This is an optimization exercise on Yosys and OpenROAD, whose aim is small area, a short achievable clock period and few clock cycles, not a production implementation.
The RTL was checked by simulation tests, not by an equivalence proof against the original design.

Setup of run a:
==> flow/design.v (excerpt) <==
module hilo_muldiv (
  input  logic        clk,
  input  logic        rst_n,
  input  logic [3:0]  mul_func,
  input  logic [31:0] in_a,
  input  logic [31:0] in_b,
  output logic [31:0] hi,
  output logic [31:0] lo,
  output logic        busy
);
For scale: ~3000 cells after synthesis, about 23000 µm² of cells after synthesis.
export LEC_CHECK = 0
export CAP_MARGIN = 20
export CORE_MARGIN = 2
export CORE_UTILIZATION = 40
export SLEW_MARGIN = 20
export SETUP_SLACK_MARGIN = 6.0
create_clock -name core_clock -period 12.0 [get_ports {clk}]
standard.sh (not shown) runs the stock make flow with config.mk's settings and CLKGATE_MAP_FILE= SYNTH_SCRIPT=/design/flow/synth_recipe.tcl, a recipe that flattens the netlist after the stock synthesis.
==> flow/flow/run.sh <==
#!/bin/bash
sed -i '/SETUP_SLACK_MARGIN/d' config.mk
echo "export SETUP_SLACK_MARGIN = 6.0" >> config.mk
bash standard.sh > standard.log 2>&1
Testbench counts of run a, summed over its fixed seeds: cycles 40,195.
[inputs] run b vs run a
Settings: PLACE_DENSITY now 0.7, previously not set; SETUP_SLACK_MARGIN now 6.5, was 6.0.
==> flow/flow/run.sh <==
#!/bin/bash
sed -i '/SETUP_SLACK_MARGIN/d' config.mk
echo "export SETUP_SLACK_MARGIN = 6.5" >> config.mk
bash standard.sh > standard.log 2>&1
Results
- Re first-pass detailed-route iteration total: run b is 1 down on run a.
- Final standard cell area without fillers: run b vs run a up 3.1%
- Looking only at cell count, and setting everything else aside, the higher value of run a and run b goes to run b.
- Relative to run a, fraction of area in multi-input gates decreased by 0.56 points in run b.
- Looking at signed area change from the synthesized netlist to the final layout across run a and run b, the one that comes out lower is run a.
- Between run a and run b, the difference in total of flip-flops plus latches after synthesis is negligible.
- In the metrics for run a and run b, the one carrying the higher non-clock buffer count is run b.

---

== job 3225 ==
The RTL this note starts from:
==> flow/design.v <==
module hilo_muldiv (
  input  logic        clk,
  input  logic        rst_n,
  input  logic [3:0]  mul_func,
  input  logic [31:0] in_a,
  input  logic [31:0] in_b,
  output logic [31:0] hi,
  output logic [31:0] lo,
  output logic        busy
);
  localparam logic [2:0] S_IDLE = 3'd0;
  localparam logic [2:0] S_MUL  = 3'd1;
  localparam logic [2:0] S_DABS = 3'd2;    
  localparam logic [2:0] S_DALN = 3'd3;    
  localparam logic [2:0] S_DIV  = 3'd4;    
  localparam logic [2:0] S_DEND = 3'd5;    
  localparam logic [2:0] S_DFIX = 3'd6;    
  localparam logic [2:0] S_MXA  = 3'd7;    
  logic [2:0]  state;
  logic [4:0]  cnt;
  logic [32:0] opa;       
  logic [32:0] opb;       
  logic [3:0]  e_one;     
  logic [3:0]  e_two;     
  logic [3:0]  e_ng;      
  logic        msub;      
  logic        mub;       
  logic        mlast;     
  logic        mshort;    
  logic [1:0]  pend;      
  logic        dsgn;
  logic        neg_q;
  logic        neg_r;
  logic        wen_h;     
  logic        wen_l;     
  logic        rsgn;      
  logic dec_mul, dec_div, dec_sgn, dec_acc, dec_sub;
  always_comb begin
    dec_mul = 1'b0; dec_div = 1'b0; dec_sgn = 1'b0; dec_acc = 1'b0; dec_sub = 1'b0;
    case (mul_func)
      4'd1:  begin dec_mul = 1'b1; dec_sgn = 1'b1; end
      4'd2:  begin dec_mul = 1'b1; end
      4'd3:  begin dec_div = 1'b1; dec_sgn = 1'b1; end
      4'd4:  begin dec_div = 1'b1; end
      4'd7:  begin dec_mul = 1'b1; dec_sgn = 1'b1; dec_acc = 1'b1; end
      4'd8:  begin dec_mul = 1'b1; dec_acc = 1'b1; end
      4'd9:  begin dec_mul = 1'b1; dec_sgn = 1'b1; dec_acc = 1'b1; dec_sub = 1'b1; end
      4'd10: begin dec_mul = 1'b1; dec_acc = 1'b1; dec_sub = 1'b1; end
      default: ;
    endcase
  end
  function automatic logic [2:0] booth(input logic [2:0] b, input logic sub);
    booth = {b[2] ^ sub,
             (b[2] & ~b[1] & ~b[0]) | (~b[2] & b[1] & b[0]),
             b[1] ^ b[0]};
  endfunction
  localparam logic [49:0] KROW = 50'd0 - (50'd1 << 33) - (50'd1 << 35) - (50'd1 << 37)
                                 - (50'd1 << 39) - (50'd1 << 41);
  localparam logic [16:0] KHI0 = 17'(KROW >> 33) + 17'd1;    
  localparam logic [16:0] KHI1 = 17'(KROW >> 33);            
  logic [49:0] r0, r1, r2, r3, r4, r5;
  logic [47:0] win;
  logic [49:0] msum;
  always_comb begin
    logic [33:0] pp [0:3];
    win[47:32] = wen_l ? lo[15:0] : {16{rsgn}};
    win[31:0]  = wen_h ? hi : 32'd0;
    for (int i = 0; i < 4; i++) begin
      pp[i] = ((e_one[i] ? {opa[32], opa} : 34'd0) | (e_two[i] ? {opa, 1'b0} : 34'd0))
              ^ {34{e_ng[i]}};
    end
    r0 = {{2{rsgn}}, win};
    r1 = {(pp[0][33] ? KHI1 : KHI0), pp[0][32:0]};
    r2 = 50'({~pp[1][33], pp[1][32:0], 1'b0, e_ng[0]});
    r2[41:40] = {~pend[1], pend[0]};
    r3 = 50'({~pp[2][33], pp[2][32:0], 1'b0, e_ng[1], 2'd0});
    r4 = 50'({~pp[3][33], pp[3][32:0], 1'b0, e_ng[2], 4'd0});
    r5 = 50'({e_ng[3], 6'd0});
  end
  logic [49:0] s1, c1, s2, c2, s3, c3, s4, c4;
  always_comb begin
    s1 = r0 ^ r1 ^ r2;
    c1 = ((r0 & r1) | (r0 & r2) | (r1 & r2)) << 1;
    s2 = r3 ^ r4 ^ r5;
    c2 = ((r3 & r4) | (r3 & r5) | (r4 & r5)) << 1;
    s3 = s1 ^ c1 ^ s2;
    c3 = ((s1 & c1) | (s1 & s2) | (c1 & s2)) << 1;
    s4 = s3 ^ c3 ^ c2;
    c4 = ((s3 & c3) | (s3 & c2) | (c3 & c2)) << 1;
    msum = s4 + c4;
  end
  function automatic logic [5:0] clz32(input logic [31:0] x);
    logic [15:0] y16;
    logic [7:0]  y8;
    logic [3:0]  y4;
    logic [1:0]  y2;
    logic v16, v8, v4, v2, v1;
    v16 = |x[31:16];  y16 = v16 ? x[31:16] : x[15:0];
    v8  = |y16[15:8]; y8  = v8 ? y16[15:8] : y16[7:0];
    v4  = |y8[7:4];   y4  = v4 ? y8[7:4] : y8[3:0];
    v2  = |y4[3:2];   y2  = v2 ? y4[3:2] : y4[1:0];
    v1  = y2[1];
    clz32 = (x == 32'd0) ? 6'd32 : {1'b0, ~v16, ~v8, ~v4, ~v2, ~v1};
  endfunction
  logic        sa, sb;
  logic        ngl;
  logic [31:0] negl;            
  logic [6:0]  dsh;             
  logic [31:0] dali;            
  logic        bzero;           
  always_comb begin
    sa    = dsgn & lo[31];
    sb    = dsgn & opa[31];
    ngl   = (state == S_DABS) ? sa : neg_q;
    negl  = (lo ^ {32{ngl}}) + {31'd0, ngl};
    dsh   = 7'(clz32(opa[31:0])) - 7'(clz32(hi));
    dali  = opa[31:0] << dsh[4:0];
    bzero = (opa[31:0] == 32'd0);
  end
  logic [2:0] state_n;
  logic       div_last;
  logic       qbit;
  always_comb begin
    div_last = (cnt == 5'd0);
    qbit     = ~msum[49];    
    state_n  = state;
    case (state)
      S_IDLE: begin
        if (dec_mul) state_n = S_MUL;
        if (dec_div) state_n = (dec_sgn & (in_a[31] | in_b[31])) ? S_DABS : S_DALN;
      end
      S_MUL:  if (mlast) state_n = mub ? S_MXA : S_IDLE;
      S_MXA:  state_n = S_IDLE;
      S_DABS: state_n = S_DALN;
      S_DALN: state_n = (dsh[6] || bzero) ? S_IDLE : S_DIV;
      S_DIV:  if (div_last) state_n = (!qbit || neg_r) ? S_DEND : (neg_q ? S_DFIX : S_IDLE);
      S_DEND: state_n = neg_r ? S_DFIX : S_IDLE;
      default: state_n = S_IDLE;
    endcase
  end
  always_ff @(posedge clk or negedge rst_n) begin
    if (!rst_n) begin
      state <= S_IDLE;
      hi    <= 32'd0;
      lo    <= 32'd0;
      busy  <= 1'b0;
      wen_h <= 1'b0;
      wen_l <= 1'b0;
    end else begin
      state <= state_n;
      busy  <= (state_n != S_IDLE);
      wen_h <= (state_n == S_MUL) || (state_n == S_DIV) || (state_n == S_DEND) ||
               (state_n == S_MXA);
      wen_l <= (state_n == S_MUL);
      case (state)
        S_IDLE: begin
          if (mul_func == 4'd5 || dec_div) hi <= in_a;
          if (mul_func == 4'd6 || dec_div) lo <= in_a;
          if (dec_mul) begin
            hi <= dec_acc ? lo : 32'd0;
            lo <= dec_acc ? hi : 32'd0;
          end
        end
        S_MUL: begin
          if (mlast & mshort) begin
            hi <= msum[47:16];
            lo <= {msum[15:0], lo[31:16]};
          end else begin
            hi <= {msum[39:32], msum[31:8]};
            lo <= {msum[7:0], lo[31:16], (mlast ? lo[15:8] : msum[47:40])};
          end
        end
        S_MXA: begin
          hi <= msum[31:0];
        end
        S_DABS: begin
          hi <= negl;
        end
        S_DALN: begin
          if (dsh[6] || bzero) hi <= lo;
          lo <= {32{bzero}};
        end
        S_DIV: begin
          hi <= msum[31:0];
          lo <= {lo[30:0], qbit};
        end
        S_DEND: begin
          hi <= msum[31:0];
          if (!neg_r) lo <= negl;    
        end
        S_DFIX: begin
          if (neg_r) hi <= msum[31:0];
          lo <= negl;
        end
        default: ;
      endcase
    end
  end
  always_ff @(posedge clk) begin
    rsgn <= 1'b0;
    case (state)
      S_IDLE: begin
        pend  <= 2'd0;
        dsgn  <= dec_sgn;
        opa   <= {dec_sgn & in_b[31], in_b};
        opb   <= {in_a, 1'b0};
        msub  <= dec_sub;
        mub   <= ~dec_sgn & in_a[31];
        mshort <= dec_sgn ? ((&in_a[31:23]) | ~(|in_a[31:23])) : ~(|in_a[31:23]);
        cnt    <= (dec_sgn ? ((&in_a[31:23]) | ~(|in_a[31:23])) : ~(|in_a[31:23])) ? 5'd2 : 5'd3;
        mlast  <= 1'b0;
        neg_q  <= 1'b0;
        neg_r  <= 1'b0;
        if (dec_mul) begin
          for (int i = 0; i < 4; i++)
            {e_ng[i], e_two[i], e_one[i]} <= booth((i == 0) ? {in_a[1:0], 1'b0} : in_a[2*i+1 -: 3], dec_sub);
        end else begin
          e_one <= 4'b0001;
          e_two <= 4'b0000;
          e_ng  <= {3'b000, ~(dec_sgn & in_a[31]) | in_b[31]};
        end
      end
      S_MUL: begin
        opb   <= {8'd0, opb[32:8]};
        pend  <= msum[49:48];
        cnt   <= cnt - 5'd1;
        mlast <= (cnt[1:0] == 2'd1);
        for (int i = 0; i < 4; i++)
          {e_ng[i], e_two[i], e_one[i]} <= booth(opb[2*i+10 -: 3], msub);
        if (mlast) begin
          e_one <= 4'b0001;
          e_two <= 4'b0000;
          e_ng  <= {3'b000, msub};
        end
      end
      S_DABS: begin
        opa   <= msum[32:0];
        e_ng  <= 4'b0001;
        neg_q <= sa ^ sb;
        neg_r <= sa;
      end
      S_DALN: begin
        opa <= {1'b0, dali};
        cnt <= dsh[4:0];
      end
      S_DIV: begin
        if (!div_last) opa <= {1'b0, opa[32:1]};
        rsgn     <= msum[49];
        e_ng[0]  <= qbit & ~div_last;
        e_one[0] <= qbit ? ~div_last : 1'b1;
        cnt      <= cnt - 5'd1;
      end
      S_DEND: begin
        opa      <= msum[32:0];
        e_one[0] <= 1'b1;
        e_ng[0]  <= 1'b1;
      end
      default: ;
    endcase
  end
endmodule
clock: 12.0 ns
lec_check: 0
cap_margin: 20
core_margin: 2
core_utilization: 40
place_density: 0.8
slew_margin: 20
setup_slack_margin: 6.5
buffer_ports_args: -buffer_cell sky130_fd_sc_hd__buf_2
==> flow/flow/run.sh <==
#!/bin/bash
# The standard layout (standard.sh, unchanged synthesis and steps), with two
# changes to how the layout is made; the clock constraint itself is unchanged:
#  - every port still gets its own buffer, but a plain sky130_fd_sc_hd__buf_2
#    instead of the delay buffer the placer would pick (smaller and faster).
sed -i '/SETUP_SLACK_MARGIN/d;/BUFFER_PORTS_ARGS/d' config.mk
echo "export SETUP_SLACK_MARGIN = 6.5" >> config.mk
echo "export BUFFER_PORTS_ARGS = -buffer_cell sky130_fd_sc_hd__buf_2" >> config.mk
bash standard.sh > standard.log 2>&1
Job 3225 went all the way through the flow, and no timing, DRC or antenna check failed.
Testbench counts of job 3225, summed over its fixed seeds: cycles 40,210.
Inputs modified between job 3225 and job 4235:
Settings: a change of SETUP_SLACK_MARGIN from 6.5 to 7.0; a change of PLACE_DENSITY from 0.8 to 0.7.
diff --git a/flow/flow/run.sh b/flow/flow/run.sh
--- a/flow/flow/run.sh
+++ b/flow/flow/run.sh
@@ -7 +7 @@
-echo "export SETUP_SLACK_MARGIN = 6.5" >> config.mk
+echo "export SETUP_SLACK_MARGIN = 7.0" >> config.mk
Notes after the runs:
- In the reports for job 3225 and job 4235, the smaller upper clock frequency limit belongs to job 4235.
- Job 4235 vs job 3225 on routed wire length: job 4235 is the higher one.
- Job 4235 ended up with a higher hold slack than job 3225 did.
- On routed metal-1 wirelength: between job 3225 and job 4235, it ends up higher for job 4235.
## Diff of input files: job 9851 against job 4235
Settings: a change of CORE_UTILIZATION from 40 to 50; a change of SETUP_SLACK_MARGIN from 7.0 to 6.5.
diff --git a/flow/flow/run.sh b/flow/flow/run.sh
--- a/flow/flow/run.sh
+++ b/flow/flow/run.sh
@@ -7 +7 @@
-echo "export SETUP_SLACK_MARGIN = 7.0" >> config.mk
+echo "export SETUP_SLACK_MARGIN = 6.5" >> config.mk
==> notes.md <==
On job 9851: max-slew headroom at the worst pin is 1.3 points lower than what job 4235 gave. Layout overhead on the synthesized area (job 9851 over job 4235): decrease, 9.7 points. Delta (job 9851 minus job 4235): clock skew after layout now smaller, final cell count without fillers now smaller. Job 9851 vs. job 4235: post-CTS resize count fell by about 60%, average wire length per cell after detail routing rose by 1.1 um.
diff inputs: job 9851 => job 4884
Settings: changing CORE_UTILIZATION from 50 to 40.
==> comparison <==
| full die area | job 4884 vs job 9851 | 0.012 sq mm higher |
From job 9851 to job 4884 the numbers moved as follows: first-pass GRT wire length went down by about 2.3%, final core utilization went down by 12 points.
Final critical delay including setup and external delays: job 4884 < job 9851
Worst hold margin came out lower on job 4884 than on job 9851.

## what the ideal ports hide
The flow's constraints put no driver on any port. The routed layouts listed below were extracted and timed again, unchanged, in two steps. Step 1 sets driving cells, clkbuf_16 on the clock port and buf_2 on the other inputs (assumed; they add their load-dependent delay and slew). Step 2, shift: input delay + t, output delay - t, t = (earliest + latest rising clock arrival at the registers) / 2. This alone moves slack from input paths to output paths. a / b / c = no drivers / after step 1 / after step 2; a / b = the first two.
run	t (ns)	slack for setup (ns)	worst setup path after step 2	clock arrival spread, ns	slew at the worst register clock pin (ns)
run a	0.516	5.941 / 5.941 / 5.685	input to register	0.015 / 0.015	0.08 / 0.08
run b	0.514	6.408 / 6.408 / 6.152	input to register	0.019 / 0.019	0.08 / 0.08
job 3225	0.536	6.392 / 6.392 / 6.285	input to register	0.023 / 0.023	0.08 / 0.08
job 4235	0.564	6.349 / 6.349 / 6.349	register to register	0.030 / 0.030	0.08 / 0.08
job 9851	0.568	6.389 / 6.389 / 6.166	input to register	0.014 / 0.014	0.08 / 0.08
job 4884	0.572	6.430 / 6.430 / 6.387	input to register	0.030 / 0.029	0.09 / 0.09
After both steps setup and hold are still met in every run listed.
